Background: an optimization exercise with open tools, aiming at small area, a short achievable clock period and few clock cycles per item. Do not read the settings as production practice. Only simulation tests tie the RTL to the original design; equivalence was not proved. No driver is modelled on the clock port, so clock power and skew are understated where the tree is cut down; a real chip needs a root buffer or a tree. Power figures rest on the tool's default switching activity, not on a simulated workload.

==> module axil_write_ctrl, before the edit <==
module axil_write_ctrl #(
    parameter int ADDR_WIDTH = 6,
    parameter int DATA_WIDTH = 32
) (
    input  wire                                            ACLK,
    input  wire                                            ARESET,
    input  logic [ADDR_WIDTH-1:0]                          AWADDR,
    input  logic                                           AWVALID,
    output logic                                           AWREADY,
    input  logic [DATA_WIDTH-1:0]                          WDATA,
    input  logic [DATA_WIDTH/reg_bank_pkg::BYTE_BITS-1:0]  WSTRB,
    input  logic                                           WVALID,
    output logic                                           WREADY,
    output logic [1:0]                                     BRESP,
    output logic                                           BVALID,
    input  logic                                           BREADY,
    output logic [DATA_WIDTH/reg_bank_pkg::BYTE_BITS-1:0]  wr_lane,
    output logic [(1<<(ADDR_WIDTH-reg_bank_pkg::WORD_SHIFT))-1:0] wr_sel,   
    output logic [DATA_WIDTH-1:0]                          wr_data
);
    localparam int IW = ADDR_WIDTH - reg_bank_pkg::WORD_SHIFT;
    logic          awready_q, wready_q, bvalid_q, bfull_q;
    logic          qv0, qv1;             
    logic [IW-1:0] q0, q1;               
    logic [IW-1:0]      q0_n;
    logic [(1<<IW)-1:0] sel_q;           
    logic               bvalid_o;        
    logic aw_hs, w_hs, b_hs;
    logic qv0_n, qv1_n, bvalid_n, bfull_n;
    assign aw_hs = AWVALID & ~qv1;                  
    assign w_hs  = WVALID & qv0 & ~bfull_q;         
    assign b_hs  = bvalid_q & BREADY;
    always_comb begin
        qv0_n = (qv0 & ~w_hs) | qv1 | aw_hs;
        qv1_n = (qv1 & ~w_hs) | (aw_hs & qv0 & ~w_hs) | (aw_hs & qv1);
        case ({w_hs, b_hs})
            2'b10:   begin bvalid_n = 1'b1;     bfull_n = bvalid_q;          end
            2'b01:   begin bvalid_n = bfull_q;  bfull_n = 1'b0;              end
            default: begin bvalid_n = bvalid_q; bfull_n = bfull_q;           end
        endcase
    end
    always_ff @(posedge ACLK) begin
        if (ARESET) begin
            qv0       <= 1'b0;
            qv1       <= 1'b0;
            bvalid_q  <= 1'b0;
            bvalid_o  <= 1'b0;
            bfull_q   <= 1'b0;
            awready_q <= 1'b1;
            wready_q  <= 1'b0;
        end else begin
            qv0       <= qv0_n;
            qv1       <= qv1_n;
            bvalid_q  <= bvalid_n;
            bvalid_o  <= w_hs | (bvalid_o & ~(BREADY & ~bfull_q));
            bfull_q   <= bfull_n;
            awready_q <= ~qv1_n;
            wready_q  <= qv0_n & ~bfull_n;
        end
    end
    assign q0_n = (w_hs || !qv0) ? (qv1 ? q1 : AWADDR[ADDR_WIDTH-1:reg_bank_pkg::WORD_SHIFT]) : q0;
    always_ff @(posedge ACLK) begin
        q0 <= q0_n;
        for (int i = 0; i < (1<<IW); i++) begin
            sel_q[i] <= (q0_n == i);
        end
        if (w_hs || !qv1) begin
            q1 <= AWADDR[ADDR_WIDTH-1:reg_bank_pkg::WORD_SHIFT];
        end
    end
    assign wr_lane  = WSTRB & {(DATA_WIDTH/reg_bank_pkg::BYTE_BITS){w_hs}};
    assign wr_sel   = sel_q;
    assign wr_data  = WDATA;
    assign AWREADY = awready_q;
    assign WREADY  = wready_q;
    assign BVALID  = bvalid_o;
    assign BRESP   = reg_bank_pkg::RESP_OKAY;
endmodule
==> module axil_read_ctrl, before the edit <==
module axil_read_ctrl #(
    parameter int ADDR_WIDTH = 6,
    parameter int DATA_WIDTH = 32
) (
    input  wire                                            ACLK,
    input  wire                                            ARESET,
    input  logic [ADDR_WIDTH-1:0]                          ARADDR,
    input  logic                                           ARVALID,
    output logic                                           ARREADY,
    output logic [DATA_WIDTH-1:0]                          RDATA,
    output logic [1:0]                                     RRESP,
    output logic                                           RVALID,
    input  logic                                           RREADY,
    output logic [(1<<(ADDR_WIDTH-reg_bank_pkg::WORD_SHIFT))-1:0] rd_sel,
    input  logic [DATA_WIDTH-1:0]                          rd_data
);
    localparam int IW = ADDR_WIDTH - reg_bank_pkg::WORD_SHIFT;
    logic                  arready_q, rvalid_q;
    logic                  qv0, qv1;         
    logic [IW-1:0]         q0, q1;           
    logic [DATA_WIDTH-1:0] rdata_q;
    logic [IW-1:0]         q0_n;
    logic                  rvalid_o;         
    logic [(1<<IW)-1:0]    sel_q;            
    logic ar_hs, ld;
    logic qv0_n, qv1_n;
    assign ar_hs = ARVALID & ~qv1;                  
    assign ld    = qv0 & (~rvalid_q | RREADY);    
    always_comb begin
        qv0_n = (qv0 & ~ld) | qv1 | ar_hs;
        qv1_n = (qv1 & ~ld) | (ar_hs & qv0 & ~ld);
    end
    always_ff @(posedge ACLK) begin
        if (ARESET) begin
            qv0       <= 1'b0;
            qv1       <= 1'b0;
            rvalid_q  <= 1'b0;
            rvalid_o  <= 1'b0;
            arready_q <= 1'b1;
        end else begin
            qv0       <= qv0_n;
            qv1       <= qv1_n;
            rvalid_q  <= ld | (rvalid_q & ~RREADY);
            rvalid_o  <= ld | (rvalid_o & ~RREADY);
            arready_q <= ~qv1_n;
        end
    end
    assign q0_n = (ld || !qv0) ? (qv1 ? q1 : ARADDR[ADDR_WIDTH-1:reg_bank_pkg::WORD_SHIFT]) : q0;
    always_ff @(posedge ACLK) begin
        q0 <= q0_n;
        for (int i = 0; i < (1<<IW); i++) begin
            sel_q[i] <= (q0_n == i);
        end
        if (ld || !qv1) begin
            q1 <= ARADDR[ADDR_WIDTH-1:reg_bank_pkg::WORD_SHIFT];
        end
        rdata_q <= (rd_data & {DATA_WIDTH{ld}}) | (rdata_q & {DATA_WIDTH{rvalid_q & ~RREADY}});
    end
    assign rd_sel   = sel_q;
    assign RDATA    = rdata_q;
    assign RVALID   = rvalid_o;
    assign ARREADY  = arready_q;
    assign RRESP    = reg_bank_pkg::RESP_OKAY;
endmodule
==> flow/config.mk <==
export PLATFORM = sky130hd
export DESIGN_NAME = axil_reg_slave
export DESIGN_NICKNAME = axil_reg_slave
export VERILOG_FILES = /design/flow/design.v
export SDC_FILE = /design/flow/constraint.sdc
export NUM_CORES = 4
export LEC_CHECK = 0
export CAP_MARGIN = 20
export CORE_MARGIN = 2
export CORE_UTILIZATION = 55
export CTS_CLUSTER_DIAMETER = 150
export CTS_CLUSTER_SIZE = 30
export SETUP_SLACK_MARGIN = 2.2
export SLEW_MARGIN = 20
==> flow/constraint.sdc <==
create_clock -name core_clock -period 4.0 [get_ports {ACLK}]
set_input_delay 0.8000 -clock core_clock [delete_from_list [all_inputs] [get_ports {ACLK}]]
set_output_delay 0.8000 -clock core_clock [all_outputs]
set_load 0.01 [all_outputs]
standard.sh (not shown) runs the stock make flow with config.mk's settings and CLKGATE_MAP_FILE= SYNTH_SCRIPT=/design/flow/synth_recipe.tcl, a recipe that flattens the netlist after the stock synthesis.
==> flow/flow/run.sh <==
#!/bin/bash
# Standard layout with three changes: the ports are buffered by plain buffers
# instead of the delay cell buffer_ports picks by default, CTS adds no dummy
# loads, and the clock tree's root buffer is dropped after CTS (pre_cts.tcl).
set -euo pipefail
cp config.mk own_config.mk
cat flow/extra.mk >> own_config.mk
echo "export PRE_CTS_TCL = $(pwd)/flow/pre_cts.tcl" >> own_config.mk
echo "export FLOW_CLOCK_PORT = ACLK" >> own_config.mk
sed 's#DESIGN_CONFIG=\([^ ]*\)/config\.mk#DESIGN_CONFIG=\1/own_config.mk#' standard.sh > own_standard.sh
grep -q own_config.mk own_standard.sh
bash own_standard.sh > standard.log 2>&1
==> flow/flow/extra.mk <==
export BUFFER_PORTS_ARGS = -buffer_cell sky130_fd_sc_hd__buf_2
export CTS_ARGS = -sink_clustering_enable -repair_clock_nets -sink_clustering_size 30 -sink_clustering_max_diameter 150 -dont_use_dummy_load
==> flow/flow/pre_cts.tcl <==
proc drop_clock_root {} {
  set block [ord::get_db_block]
  set clk [$block findNet $::env(FLOW_CLOCK_PORT)]
  set roots {}
  foreach it [$clk getITerms] { if {[$it isInputSignal]} { lappend roots [$it getInst] } }
  if {[llength $roots] != 1} { puts "drop_clock_root: [llength $roots] roots, left as is"; return }
  set root [lindex $roots 0]
  set rootnet ""
  foreach it [$root getITerms] { if {[$it isOutputSignal]} { set rootnet [$it getNet] } }
  set loads {}
  foreach it [$rootnet getITerms] { if {[$it isInputSignal]} { lappend loads $it } }
  if {[llength $loads] > 4 || [llength [$rootnet getBTerms]] > 0} { puts "drop_clock_root: [llength $loads] loads, left as is"; return }
  foreach it $loads {
    if {![string match "*clkbuf*" [[[$it getInst] getMaster] getName]]} { puts "drop_clock_root: root drives a non-buffer, left as is"; return }
  }
  foreach it $loads { $it disconnect; $it connect $clk }
  puts "drop_clock_root: removed [$root getName], [llength $loads] buffers now on the clock port"
  odb::dbInst_destroy $root
  odb::dbNet_destroy $rootnet
}

rename clock_tree_synthesis orig_clock_tree_synthesis
proc clock_tree_synthesis {args} {
  orig_clock_tree_synthesis {*}$args
  drop_clock_root
}
Testbench counts at the start, summed over its fixed seeds: cycles 3,216, items 6,400.
==> next run, changes <==
--- a/flow/design.v
+++ b/flow/design.v
@@ -74,9 +74,8 @@
     logic [IW-1:0]      q0_n;
     logic [(1<<IW)-1:0] sel_q;           
-    logic               bvalid_o;        
     logic aw_hs, w_hs, b_hs;
     logic qv0_n, qv1_n, bvalid_n, bfull_n;
-    assign aw_hs = AWVALID & ~qv1;                  
-    assign w_hs  = WVALID & qv0 & ~bfull_q;         
+    assign aw_hs = AWVALID & awready_q;
+    assign w_hs  = WVALID & wready_q;   
     assign b_hs  = bvalid_q & BREADY;
     always_comb begin
@@ -94,5 +93,4 @@
             qv1       <= 1'b0;
             bvalid_q  <= 1'b0;
-            bvalid_o  <= 1'b0;
             bfull_q   <= 1'b0;
             awready_q <= 1'b1;
@@ -102,5 +100,4 @@
             qv1       <= qv1_n;
             bvalid_q  <= bvalid_n;
-            bvalid_o  <= w_hs | (bvalid_o & ~(BREADY & ~bfull_q));
             bfull_q   <= bfull_n;
             awready_q <= ~qv1_n;
@@ -123,5 +120,5 @@
     assign AWREADY = awready_q;
     assign WREADY  = wready_q;
-    assign BVALID  = bvalid_o;
+    assign BVALID  = bvalid_q;
     assign BRESP   = reg_bank_pkg::RESP_OKAY;
 endmodule
@@ -151,9 +148,8 @@
     logic [DATA_WIDTH-1:0] rdata_q;
     logic [IW-1:0]         q0_n;
-    logic                  rvalid_o;         
     logic [(1<<IW)-1:0]    sel_q;            
     logic ar_hs, ld;
     logic qv0_n, qv1_n;
-    assign ar_hs = ARVALID & ~qv1;                  
+    assign ar_hs = ARVALID & arready_q;
     assign ld    = qv0 & (~rvalid_q | RREADY);    
     always_comb begin
@@ -166,5 +162,4 @@
             qv1       <= 1'b0;
             rvalid_q  <= 1'b0;
-            rvalid_o  <= 1'b0;
             arready_q <= 1'b1;
         end else begin
@@ -172,5 +167,4 @@
             qv1       <= qv1_n;
             rvalid_q  <= ld | (rvalid_q & ~RREADY);
-            rvalid_o  <= ld | (rvalid_o & ~RREADY);
             arready_q <= ~qv1_n;
         end
@@ -189,5 +183,5 @@
     assign rd_sel   = sel_q;
     assign RDATA    = rdata_q;
-    assign RVALID   = rvalid_o;
+    assign RVALID   = rvalid_q;
     assign ARREADY  = arready_q;
     assign RRESP    = reg_bank_pkg::RESP_OKAY;
Effect:
- The new run completed with no timing, DRC or antenna violations
- synthesized area is higher by 0.39%
- non-clock buffer count is lower by 21
- count of clock-buffer cells in the layout does not change
- die area is higher by 0.39%
- synthesized cell count is lower by 0.65%
- setup slack improves by 0.011 ns
- power is higher by 0.58%
Testbench counts after the change, summed over its fixed seeds: cycles 3,216, items 6,400.

* * *

The RTL this note starts from:
==> flow/design.v <==
`timescale 1ns/1ns
`default_nettype none
package reg_bank_pkg;
    localparam logic [1:0] RESP_OKAY = 2'b00;
    localparam int BYTE_BITS  = 8;      
    localparam int WORD_SHIFT = 2;      
endpackage
`default_nettype wire
`timescale 1ns/1ns
`default_nettype none
module reg_bank #(
    parameter int ADDR_WIDTH = 6,
    parameter int DATA_WIDTH = 32
) (
    input  wire                                            ACLK,
    input  wire                                            ARESET,
    input  logic [DATA_WIDTH/reg_bank_pkg::BYTE_BITS-1:0]  wr_lane,    
    input  logic [(1<<(ADDR_WIDTH-reg_bank_pkg::WORD_SHIFT))-1:0] wr_sel,   
    input  logic [DATA_WIDTH-1:0]                          wr_data,
    input  logic [(1<<(ADDR_WIDTH-reg_bank_pkg::WORD_SHIFT))-1:0] rd_sel,   
    output logic [DATA_WIDTH-1:0]                          rd_data
);
    localparam int NUM_REGS  = 1 << (ADDR_WIDTH - reg_bank_pkg::WORD_SHIFT);
    localparam int NUM_LANES = DATA_WIDTH / reg_bank_pkg::BYTE_BITS;
    localparam int BB        = reg_bank_pkg::BYTE_BITS;
    logic [DATA_WIDTH-1:0] regs [NUM_REGS];
    logic clr_q;
    always_ff @(posedge ACLK) begin
        clr_q <= ARESET;
    end
    always_ff @(posedge ACLK) begin
        for (int i = 0; i < NUM_REGS; i++) begin
            for (int b = 0; b < NUM_LANES; b++) begin
                if (clr_q || (wr_lane[b] && wr_sel[i])) begin
                    regs[i][b*BB +: BB] <= clr_q ? '0 : wr_data[b*BB +: BB];
                end
            end
        end
    end
    always_comb begin
        rd_data = '0;
        for (int i = 0; i < NUM_REGS; i++) begin
            rd_data = rd_data | (regs[i] & {DATA_WIDTH{rd_sel[i]}});
        end
    end
endmodule
`default_nettype wire
`timescale 1ns/1ns
`default_nettype none
module axil_write_ctrl #(
    parameter int ADDR_WIDTH = 6,
    parameter int DATA_WIDTH = 32
) (
    input  wire                                            ACLK,
    input  wire                                            ARESET,
    input  logic [ADDR_WIDTH-1:0]                          AWADDR,
    input  logic                                           AWVALID,
    output logic                                           AWREADY,
    input  logic [DATA_WIDTH-1:0]                          WDATA,
    input  logic [DATA_WIDTH/reg_bank_pkg::BYTE_BITS-1:0]  WSTRB,
    input  logic                                           WVALID,
    output logic                                           WREADY,
    output logic [1:0]                                     BRESP,
    output logic                                           BVALID,
    input  logic                                           BREADY,
    output logic [DATA_WIDTH/reg_bank_pkg::BYTE_BITS-1:0]  wr_lane,
    output logic [(1<<(ADDR_WIDTH-reg_bank_pkg::WORD_SHIFT))-1:0] wr_sel,   
    output logic [DATA_WIDTH-1:0]                          wr_data
);
    localparam int IW = ADDR_WIDTH - reg_bank_pkg::WORD_SHIFT;
    logic          awready_q, wready_q, bvalid_q, bfull_q;
    logic          qv0, qv1;             
    logic [IW-1:0] q0, q1;               
    logic [IW-1:0]      q0_n;
    logic [(1<<IW)-1:0] sel_q;           
    logic               bvalid_o;        
    logic aw_hs, w_hs, b_hs;
    logic qv0_n, qv1_n, bvalid_n, bfull_n;
    assign aw_hs = AWVALID & ~qv1;                  
    assign w_hs  = WVALID & qv0 & ~bfull_q;         
    assign b_hs  = bvalid_q & BREADY;
    always_comb begin
        qv0_n = (qv0 & ~w_hs) | qv1 | aw_hs;
        qv1_n = (qv1 & ~w_hs) | (aw_hs & qv0 & ~w_hs) | (aw_hs & qv1);
        case ({w_hs, b_hs})
            2'b10:   begin bvalid_n = 1'b1;     bfull_n = bvalid_q;          end
            2'b01:   begin bvalid_n = bfull_q;  bfull_n = 1'b0;              end
            default: begin bvalid_n = bvalid_q; bfull_n = bfull_q;           end
        endcase
    end
    always_ff @(posedge ACLK) begin
        if (ARESET) begin
            qv0       <= 1'b0;
            qv1       <= 1'b0;
            bvalid_q  <= 1'b0;
            bvalid_o  <= 1'b0;
            bfull_q   <= 1'b0;
            awready_q <= 1'b1;
            wready_q  <= 1'b0;
        end else begin
            qv0       <= qv0_n;
            qv1       <= qv1_n;
            bvalid_q  <= bvalid_n;
            bvalid_o  <= w_hs | (bvalid_o & ~(BREADY & ~bfull_q));
            bfull_q   <= bfull_n;
            awready_q <= ~qv1_n;
            wready_q  <= qv0_n & ~bfull_n;
        end
    end
    assign q0_n = (w_hs || !qv0) ? (qv1 ? q1 : AWADDR[ADDR_WIDTH-1:reg_bank_pkg::WORD_SHIFT]) : q0;
    always_ff @(posedge ACLK) begin
        q0 <= q0_n;
        for (int i = 0; i < (1<<IW); i++) begin
            sel_q[i] <= (q0_n == i);
        end
        if (w_hs || !qv1) begin
            q1 <= AWADDR[ADDR_WIDTH-1:reg_bank_pkg::WORD_SHIFT];
        end
    end
    assign wr_lane  = WSTRB & {(DATA_WIDTH/reg_bank_pkg::BYTE_BITS){w_hs}};
    assign wr_sel   = sel_q;
    assign wr_data  = WDATA;
    assign AWREADY = awready_q;
    assign WREADY  = wready_q;
    assign BVALID  = bvalid_o;
    assign BRESP   = reg_bank_pkg::RESP_OKAY;
endmodule
`default_nettype wire
`timescale 1ns/1ns
`default_nettype none
module axil_read_ctrl #(
    parameter int ADDR_WIDTH = 6,
    parameter int DATA_WIDTH = 32
) (
    input  wire                                            ACLK,
    input  wire                                            ARESET,
    input  logic [ADDR_WIDTH-1:0]                          ARADDR,
    input  logic                                           ARVALID,
    output logic                                           ARREADY,
    output logic [DATA_WIDTH-1:0]                          RDATA,
    output logic [1:0]                                     RRESP,
    output logic                                           RVALID,
    input  logic                                           RREADY,
    output logic [(1<<(ADDR_WIDTH-reg_bank_pkg::WORD_SHIFT))-1:0] rd_sel,
    input  logic [DATA_WIDTH-1:0]                          rd_data
);
    localparam int IW = ADDR_WIDTH - reg_bank_pkg::WORD_SHIFT;
    logic                  arready_q, rvalid_q;
    logic                  qv0, qv1;         
    logic [IW-1:0]         q0, q1;           
    logic [DATA_WIDTH-1:0] rdata_q;
    logic [IW-1:0]         q0_n;
    logic                  rvalid_o;         
    logic [(1<<IW)-1:0]    sel_q;            
    logic ar_hs, ld;
    logic qv0_n, qv1_n;
    assign ar_hs = ARVALID & ~qv1;                  
    assign ld    = qv0 & (~rvalid_q | RREADY);    
    always_comb begin
        qv0_n = (qv0 & ~ld) | qv1 | ar_hs;
        qv1_n = (qv1 & ~ld) | (ar_hs & qv0 & ~ld);
    end
    always_ff @(posedge ACLK) begin
        if (ARESET) begin
            qv0       <= 1'b0;
            qv1       <= 1'b0;
            rvalid_q  <= 1'b0;
            rvalid_o  <= 1'b0;
            arready_q <= 1'b1;
        end else begin
            qv0       <= qv0_n;
            qv1       <= qv1_n;
            rvalid_q  <= ld | (rvalid_q & ~RREADY);
            rvalid_o  <= ld | (rvalid_o & ~RREADY);
            arready_q <= ~qv1_n;
        end
    end
    assign q0_n = (ld || !qv0) ? (qv1 ? q1 : ARADDR[ADDR_WIDTH-1:reg_bank_pkg::WORD_SHIFT]) : q0;
    always_ff @(posedge ACLK) begin
        q0 <= q0_n;
        for (int i = 0; i < (1<<IW); i++) begin
            sel_q[i] <= (q0_n == i);
        end
        if (ld || !qv1) begin
            q1 <= ARADDR[ADDR_WIDTH-1:reg_bank_pkg::WORD_SHIFT];
        end
        rdata_q <= (rd_data & {DATA_WIDTH{ld}}) | (rdata_q & {DATA_WIDTH{rvalid_q & ~RREADY}});
    end
    assign rd_sel   = sel_q;
    assign RDATA    = rdata_q;
    assign RVALID   = rvalid_o;
    assign ARREADY  = arready_q;
    assign RRESP    = reg_bank_pkg::RESP_OKAY;
endmodule
`default_nettype wire
`timescale 1ns/1ns
`default_nettype none
module axil_reg_slave #(
    parameter int ADDR_WIDTH = 6,
    parameter int DATA_WIDTH = 32
) (
    input  wire                                            ACLK,
    input  wire                                            ARESET,
    input  logic [ADDR_WIDTH-1:0]                          AWADDR,
    input  logic                                           AWVALID,
    output logic                                           AWREADY,
    input  logic [DATA_WIDTH-1:0]                          WDATA,
    input  logic [DATA_WIDTH/reg_bank_pkg::BYTE_BITS-1:0]  WSTRB,
    input  logic                                           WVALID,
    output logic                                           WREADY,
    output logic [1:0]                                     BRESP,
    output logic                                           BVALID,
    input  logic                                           BREADY,
    input  logic [ADDR_WIDTH-1:0]                          ARADDR,
    input  logic                                           ARVALID,
    output logic                                           ARREADY,
    output logic [DATA_WIDTH-1:0]                          RDATA,
    output logic [1:0]                                     RRESP,
    output logic                                           RVALID,
    input  logic                                           RREADY
);
    logic [DATA_WIDTH/reg_bank_pkg::BYTE_BITS-1:0]  wr_lane;
    logic [(1<<(ADDR_WIDTH-reg_bank_pkg::WORD_SHIFT))-1:0] wr_sel;
    logic [DATA_WIDTH-1:0]            wr_data;
    logic [(1<<(ADDR_WIDTH-reg_bank_pkg::WORD_SHIFT))-1:0] rd_sel;
    logic [DATA_WIDTH-1:0]            rd_data;
    axil_write_ctrl #(
        .ADDR_WIDTH (ADDR_WIDTH),
        .DATA_WIDTH (DATA_WIDTH)
    ) u_write_ctrl (
        .ACLK     (ACLK),
        .ARESET   (ARESET),
        .AWADDR   (AWADDR),
        .AWVALID  (AWVALID),
        .AWREADY  (AWREADY),
        .WDATA    (WDATA),
        .WSTRB    (WSTRB),
        .WVALID   (WVALID),
        .WREADY   (WREADY),
        .BRESP    (BRESP),
        .BVALID   (BVALID),
        .BREADY   (BREADY),
        .wr_lane  (wr_lane),
        .wr_sel   (wr_sel),
        .wr_data  (wr_data)
    );
    axil_read_ctrl #(
        .ADDR_WIDTH (ADDR_WIDTH),
        .DATA_WIDTH (DATA_WIDTH)
    ) u_read_ctrl (
        .ACLK     (ACLK),
        .ARESET   (ARESET),
        .ARADDR   (ARADDR),
        .ARVALID  (ARVALID),
        .ARREADY  (ARREADY),
        .RDATA    (RDATA),
        .RRESP    (RRESP),
        .RVALID   (RVALID),
        .RREADY   (RREADY),
        .rd_sel   (rd_sel),
        .rd_data  (rd_data)
    );
    reg_bank #(
        .ADDR_WIDTH (ADDR_WIDTH),
        .DATA_WIDTH (DATA_WIDTH)
    ) u_reg_bank (
        .ACLK     (ACLK),
        .ARESET   (ARESET),
        .wr_lane  (wr_lane),
        .wr_sel   (wr_sel),
        .wr_data  (wr_data),
        .rd_sel   (rd_sel),
        .rd_data  (rd_data)
    );
endmodule
`default_nettype wire
export LEC_CHECK = 0
export CAP_MARGIN = 20
export CORE_MARGIN = 2
export CORE_UTILIZATION = 40
export CTS_CLUSTER_DIAMETER = 150
export CTS_CLUSTER_SIZE = 30
export SETUP_SLACK_MARGIN = 2.1
export SLEW_MARGIN = 20
create_clock -name core_clock -period 4.0 [get_ports {ACLK}]
==> flow/flow/run.sh <==
#!/bin/bash
# Standard layout with the ports buffered by plain buffers instead of the
# delay cell buffer_ports picks by default.
set -euo pipefail
cp config.mk own_config.mk
cat flow/extra.mk >> own_config.mk
sed 's#DESIGN_CONFIG=\([^ ]*\)/config\.mk#DESIGN_CONFIG=\1/own_config.mk#' standard.sh > own_standard.sh
grep -q own_config.mk own_standard.sh
bash own_standard.sh > standard.log 2>&1
Scripts as last shown in full above: flow/flow/extra.mk
The starting point went through all stages and came out clean.
Testbench counts at the start, summed over its fixed seeds: cycles 3,216, items 6,400.
Change:
--- a/flow/design.v
+++ b/flow/design.v
@@ -70,17 +70,16 @@
     localparam int IW = ADDR_WIDTH - reg_bank_pkg::WORD_SHIFT;
     logic          awready_q, wready_q, bvalid_q, bfull_q;
     logic          qv0, qv1;             
     logic [IW-1:0] q0, q1;               
     logic [IW-1:0]      q0_n;
     logic [(1<<IW)-1:0] sel_q;           
-    logic               bvalid_o;        
     logic aw_hs, w_hs, b_hs;
     logic qv0_n, qv1_n, bvalid_n, bfull_n;
-    assign aw_hs = AWVALID & ~qv1;                  
-    assign w_hs  = WVALID & qv0 & ~bfull_q;         
+    assign aw_hs = AWVALID & awready_q;
+    assign w_hs  = WVALID & wready_q;   
     assign b_hs  = bvalid_q & BREADY;
     always_comb begin
         qv0_n = (qv0 & ~w_hs) | qv1 | aw_hs;
         qv1_n = (qv1 & ~w_hs) | (aw_hs & qv0 & ~w_hs) | (aw_hs & qv1);
         case ({w_hs, b_hs})
             2'b10:   begin bvalid_n = 1'b1;     bfull_n = bvalid_q;          end
@@ -90,21 +89,19 @@
     end
     always_ff @(posedge ACLK) begin
         if (ARESET) begin
             qv0       <= 1'b0;
             qv1       <= 1'b0;
             bvalid_q  <= 1'b0;
-            bvalid_o  <= 1'b0;
             bfull_q   <= 1'b0;
             awready_q <= 1'b1;
             wready_q  <= 1'b0;
         end else begin
             qv0       <= qv0_n;
             qv1       <= qv1_n;
             bvalid_q  <= bvalid_n;
-            bvalid_o  <= w_hs | (bvalid_o & ~(BREADY & ~bfull_q));
             bfull_q   <= bfull_n;
             awready_q <= ~qv1_n;
             wready_q  <= qv0_n & ~bfull_n;
         end
     end
     assign q0_n = (w_hs || !qv0) ? (qv1 ? q1 : AWADDR[ADDR_WIDTH-1:reg_bank_pkg::WORD_SHIFT]) : q0;
@@ -119,13 +116,13 @@
     end
     assign wr_lane  = WSTRB & {(DATA_WIDTH/reg_bank_pkg::BYTE_BITS){w_hs}};
     assign wr_sel   = sel_q;
     assign wr_data  = WDATA;
     assign AWREADY = awready_q;
     assign WREADY  = wready_q;
-    assign BVALID  = bvalid_o;
+    assign BVALID  = bvalid_q;
     assign BRESP   = reg_bank_pkg::RESP_OKAY;
 endmodule
 `default_nettype wire
 `timescale 1ns/1ns
 `default_nettype none
 module axil_read_ctrl #(
@@ -147,34 +144,31 @@
     localparam int IW = ADDR_WIDTH - reg_bank_pkg::WORD_SHIFT;
     logic                  arready_q, rvalid_q;
     logic                  qv0, qv1;         
     logic [IW-1:0]         q0, q1;           
     logic [DATA_WIDTH-1:0] rdata_q;
     logic [IW-1:0]         q0_n;
-    logic                  rvalid_o;         
     logic [(1<<IW)-1:0]    sel_q;            
     logic ar_hs, ld;
     logic qv0_n, qv1_n;
-    assign ar_hs = ARVALID & ~qv1;                  
+    assign ar_hs = ARVALID & arready_q;
     assign ld    = qv0 & (~rvalid_q | RREADY);    
     always_comb begin
         qv0_n = (qv0 & ~ld) | qv1 | ar_hs;
         qv1_n = (qv1 & ~ld) | (ar_hs & qv0 & ~ld);
     end
     always_ff @(posedge ACLK) begin
         if (ARESET) begin
             qv0       <= 1'b0;
             qv1       <= 1'b0;
             rvalid_q  <= 1'b0;
-            rvalid_o  <= 1'b0;
             arready_q <= 1'b1;
         end else begin
             qv0       <= qv0_n;
             qv1       <= qv1_n;
             rvalid_q  <= ld | (rvalid_q & ~RREADY);
-            rvalid_o  <= ld | (rvalid_o & ~RREADY);
             arready_q <= ~qv1_n;
         end
     end
     assign q0_n = (ld || !qv0) ? (qv1 ? q1 : ARADDR[ADDR_WIDTH-1:reg_bank_pkg::WORD_SHIFT]) : q0;
     always_ff @(posedge ACLK) begin
         q0 <= q0_n;
@@ -185,13 +179,13 @@
             q1 <= ARADDR[ADDR_WIDTH-1:reg_bank_pkg::WORD_SHIFT];
         end
         rdata_q <= (rd_data & {DATA_WIDTH{ld}}) | (rdata_q & {DATA_WIDTH{rvalid_q & ~RREADY}});
     end
     assign rd_sel   = sel_q;
     assign RDATA    = rdata_q;
-    assign RVALID   = rvalid_o;
+    assign RVALID   = rvalid_q;
     assign ARREADY  = arready_q;
     assign RRESP    = reg_bank_pkg::RESP_OKAY;
 endmodule
 `default_nettype wire
 `timescale 1ns/1ns
 `default_nettype none
Effect: The changed run passed the timing, design-rule and antenna checks; hold slack gets worse by 5.8 ps; sequential power is about the same; setup slack is worse by 40 ps; utilization fell by 0.73 points; wire length drops by about 1.3%.
Testbench counts after the change, summed over its fixed seeds: cycles 3,216, items 6,400.

-- afterwards: timing with drivers on the ports --
Ports are ideal in the flow. The routed layouts listed here were re-timed in OpenROAD. Step 1, drivers: a clkbuf_16 drives ACLK and a buf_2 each remaining input, both assumed. Step 2, shift: input delay + t, output delay - t, t = (earliest + latest rising clock arrival at the registers) / 2. This alone moves slack from input paths to output paths. Slacks: ideal / step 1 / step 2; pairs: ideal / step 1.
| run | shift t [ns] | slack for setup (ns) | hold slack, ns |
|---|---|---|---|
| the first run of note 1 | 0.481 | 2.197 / 2.180 / 1.831 | 0.482 / 0.482 / 0.482 |
| the second run of note 1 | 0.478 | 2.208 / 2.133 / 1.787 | 0.484 / 0.484 / 0.484 |
| the first run of note 2 | 0.601 | 2.130 / 2.085 / 1.572 | 0.406 / 0.376 / 0.477 |
| the second run of note 2 | 0.616 | 2.089 / 2.031 / 1.706 | 0.400 / 0.366 / 0.479 |
After both steps setup and hold are still met in every run listed. The setup slack of the first run of note 2, which loses most, moves by -0.045 ns with the drivers and by -0.558 ns with both steps.
